Background: an optimization exercise with open tools, aiming at small area. Do not read the settings as production practice.
Only simulation tests tie the RTL to the original design; equivalence was not proved.
No activity file was given, so power comes from the tool's default toggle rates.

## sccb_responder
module sccb_responder
#(
    parameter logic [6:0] DEV_ID    = 7'h21,
    parameter int         REG_DEPTH = 256
) (
    input  logic       Clk,
    input  logic       Reset,
    input  logic       sioc_in,
    input  logic       siod_in,
    output logic       siod_oe,
    input  logic [7:0] obs_addr,
    output logic [7:0] obs_data,
    output logic       wr_valid,
    output logic [7:0] wr_addr,
    output logic [7:0] wr_data,
    output logic       busy,
    output logic       err
);
Size: roughly 3700 cells after synthesis, roughly 2100 flip-flops, roughly 40 I/O pins, ~55000 µm² of cells after synthesis.
clock: 10.0 ns
lec_check: 0
cap_margin: 5
core_margin: 2
core_utilization: 70
slew_margin: 5
synth_hierarchical: 1
synth_minimum_keep_size: 0
standard.sh (not shown) runs the stock make flow with config.mk's settings and CLKGATE_MAP_FILE= SYNTH_SCRIPT=/design/flow/synth_recipe.tcl, a recipe that flattens the netlist after the stock synthesis.
==> flow/flow/run.sh <==
#!/bin/bash
set -euo pipefail
export CTS_ARGS="-sink_clustering_enable -repair_clock_nets -dont_use_dummy_load -sink_clustering_size 18 -sink_clustering_max_diameter 50 -buf_list sky130_fd_sc_hd__clkbuf_8"
export BUFFER_PORTS_ARGS="-buffer_cell sky130_fd_sc_hd__buf_2"
bash standard.sh > make.log 2>&1
The first run finished but fails on max-capacitance violations, max-slew violations.
Rerun with:
==> flow/flow/run.sh (replaced) <==
#!/bin/bash
set -euo pipefail
export CTS_ARGS="-sink_clustering_enable -repair_clock_nets -dont_use_dummy_load -sink_clustering_size 18 -sink_clustering_max_diameter 65 -buf_list sky130_fd_sc_hd__clkbuf_8"
export BUFFER_PORTS_ARGS="-buffer_cell sky130_fd_sc_hd__buf_2"
bash standard.sh > make.log 2>&1
Settings changed: CORE_UTILIZATION 70 to 80, PLACE_DENSITY set to 0.85.
The new run finished but failed the layout checks on max-capacitance violations, max-slew violations; design area drops by 0.44%; synthesized cell count is unchanged; wire length went up by 6.1%; clock-buffer cell count falls by 7; final cell count decreases by 3.6%.
Rerun with:
==> flow/flow/run.sh (replaced) <==
#!/bin/bash
set -euo pipefail
export CTS_ARGS="-sink_clustering_enable -repair_clock_nets -dont_use_dummy_load -sink_clustering_size 18 -sink_clustering_max_diameter 50 -buf_list sky130_fd_sc_hd__clkbuf_8"
export BUFFER_PORTS_ARGS="-buffer_cell sky130_fd_sc_hd__buf_2"
bash standard.sh > make.log 2>&1
Settings changed: CAP_MARGIN 5 to 0, CORE_UTILIZATION 80 to 40, PLACE_DENSITY 0.85 to unset, SLEW_MARGIN 5 to 0.
With this change the flow completed without violations. Clock skew increases by 0.057 ns. Count of clock-buffer cells in the layout increases by 18. Global-route usage decreases by 26 points. Worst setup slack improved by 0.36 ns. Core utilization decreases by 43 points. Final area increases by 2.6%. Wire length decreases by about 3%. Non-clock buffer count increases by 12. Die area increases by 98%. Register-to-register slack improved by 0.08 ns.
Rerun with:
Settings changed: CAP_MARGIN 0 to 20, SLEW_MARGIN 0 to 20.
=> The new run completed without violations; setup slack gets worse by 0.031 ns; sequential share of layout area is about the same; critical path depth is unchanged; cell area hardly moves; area after synthesis stays the same; wire length hardly moves; sequential cell count stays the same; clock skew rose by 0.023 ns; combinational power is about the same; first-iteration DRC count increases by 4.1%; hold slack degrades by 0.058 ns.
Rerun with:
==> flow/flow/run.sh (replaced) <==
#!/bin/bash
set -euo pipefail
export CTS_ARGS="-sink_clustering_enable -repair_clock_nets -dont_use_dummy_load -sink_clustering_size 20 -sink_clustering_max_diameter 50 -buf_list sky130_fd_sc_hd__clkbuf_8"
export BUFFER_PORTS_ARGS="-buffer_cell sky130_fd_sc_hd__buf_2"
bash standard.sh > make.log 2>&1
Settings changed: CAP_MARGIN 20 to 5, CORE_UTILIZATION 40 to 65, SLEW_MARGIN 20 to 5.
After rerunning:
- setup slack is better by 0.19 ns
- area after synthesis stays the same
- final cell count came out lower by about 12%
- non-clock buffer count came out lower by 9
- power came out lower by 1.5%
- global-route usage came out higher by 15 points
- via count came out higher by about 3.3%
- routed wire length came out lower by 2.0%


job 2016:
Starting RTL as in the previous note.
clock: 10.0 ns
lec_check: 0
cap_margin: 20
core_margin: 2
core_utilization: 40
gpl_timing_driven: 0
slew_margin: 20
synth_hierarchical: 1
synth_minimum_keep_size: 0
==> flow/flow/run.sh <==
#!/bin/bash
set -euo pipefail
export CTS_ARGS="-sink_clustering_enable -repair_clock_nets -dont_use_dummy_load -sink_clustering_size 18 -sink_clustering_max_diameter 50 -buf_list sky130_fd_sc_hd__clkbuf_8"
export BUFFER_PORTS_ARGS="-buffer_cell sky130_fd_sc_hd__buf_2"
bash standard.sh > make.log 2>&1
The following lists how job 7676 was set up differently from job 2016:
Settings: CAP_MARGIN: 20 -> 5; SLEW_MARGIN: 20 -> 5; CORE_UTILIZATION: 40 -> 65; GPL_TIMING_DRIVEN: 0 -> unset.
--- outcome ---
- No stage failed in job 2016, and the final checks on the layout all came back clean.
- Job 7676 | stages: all done | timing, DRC, antenna: all pass
- Across both runs, combinational fraction of design power was lower for job 7676 than for job 2016.
- Per the comparison of job 7676 with job 2016, design area went down, fraction of met2 tracks used by global routing now larger, total length of routed wires increased by 0.70% relative to the old numbers, total of clock buffers placed in the layout shows a reduction of 7.
- Compared job 7676 vs job 2016, and final cell count is down in job 7676.


sccb_responder, a different RTL version from the one above (not shown whole).
Size: about 3800 cells after synthesis, roughly 40 I/O pins, roughly 55000 um^2 of cells after synthesis.
make LEC_CHECK=0 CAP_MARGIN=20 CORE_MARGIN=2 CORE_UTILIZATION=40 CTS_BUF_LIST=sky130_fd_sc_hd__clkbuf_8 CTS_CLUSTER_DIAMETER=50 CTS_CLUSTER_SIZE=16 SETUP_SLACK_MARGIN=0.3 SLEW_MARGIN=20 SYNTH_HIERARCHICAL=1 SYNTH_MINIMUM_KEEP_SIZE=0 finish   # period 10.0 ns
run.sh (not shown) runs the stock make flow with config.mk's settings and CLKGATE_MAP_FILE= SYNTH_SCRIPT=/design/flow/synth_recipe.tcl, a recipe that flattens the netlist after the stock synthesis.
Stock flow here: none of the scripts above is used.
Change:
==> flow/flow/run.sh (new file) <==
#!/bin/bash
set -euo pipefail
export CTS_ARGS="-sink_clustering_enable -repair_clock_nets -dont_use_dummy_load -sink_clustering_size 18 -sink_clustering_max_diameter 50 -buf_list sky130_fd_sc_hd__clkbuf_8"
export BUFFER_PORTS_ARGS="-buffer_cell sky130_fd_sc_hd__buf_2"
bash standard.sh > make.log 2>&1
==> flow/standard.sh (new file) <==
#!/bin/bash
# synth_recipe.tcl (not shown) runs the flow's synth.tcl, then flattens the netlist and writes it again
# the make line also repeats each setting of config.mk as NAME=value (left out here)
make -C /OpenROAD-flow-scripts/flow DESIGN_CONFIG=/design/flow/config.mk WORK_HOME=/design/flow/orfs CLKGATE_MAP_FILE= SYNTH_SCRIPT=/design/flow/synth_recipe.tcl "${@:-finish}"
removed: flow/run.sh
The new run went through all stages and came out clean. Synthesized area is unchanged. Power drops by 3.8%. Global-route usage climbs by 0.32 points. Routed wire length climbs by about 0.9%. Final area drops by about 1.3%. First-iteration DRC count drops by 8.4%.

==> separate check: timing with driven ports <==
No port has a modelled driver above. Below, the same layouts with a new extraction and two added sets of constraints.
Step 1: set_driving_cell puts a clkbuf_16 on Clk and a buf_2 on each other input, an assumption about the parent block.
Step 2 moves the port delays by t, midway between the first and last clock arrival at a register: inputs arrive t later, outputs are due t later. That takes back most of the time a late clock gives input paths.
Slacks: ideal / step 1 / step 2; pairs: ideal / step 1.
| run | t, ns | setup slack, ns | worst register clock-pin slew, ns | worst data-port slew with drivers (ns) | cell pins on the clock port's net |
|---|---|---|---|---|---|
| the first run of note 1 | 0.869 | 1.198 / 1.179 / 1.179 | 0.11 / 0.11 | 0.04 | 1 |
| the second run of note 1 | 0.912 | 0.790 / 0.770 / 0.770 | 0.12 / 0.12 | 0.04 | 1 |
| the third run of note 1 | 0.946 | 1.150 / 1.130 / 1.130 | 0.11 / 0.11 | 0.03 | 1 |
| the fourth run of note 1 | 0.932 | 1.119 / 1.098 / 1.098 | 0.11 / 0.11 | 0.04 | 1 |
| the fifth run of note 1 | 0.889 | 1.307 / 1.281 / 1.281 | 0.12 / 0.12 | 0.04 | 1 |
| job 2016 | 0.901 | 0.959 / 0.930 / 0.930 | 0.11 / 0.11 | 0.04 | 1 |
| job 7676 | 0.891 | 1.260 / 1.234 / 1.234 | 0.11 / 0.11 | 0.04 | 1 |
| the first run of note 3 | 0.999 | 0.493 / 0.471 / 0.471 | 0.10 / 0.10 | 0.05 | 1 |
| the second run of note 3 | 0.940 | 1.518 / 1.500 / 1.500 | 0.11 / 0.11 | 0.05 | 1 |
The setup slack of job 2016, which loses most, moves by -0.029 ns with the drivers and by -0.029 ns with both steps.
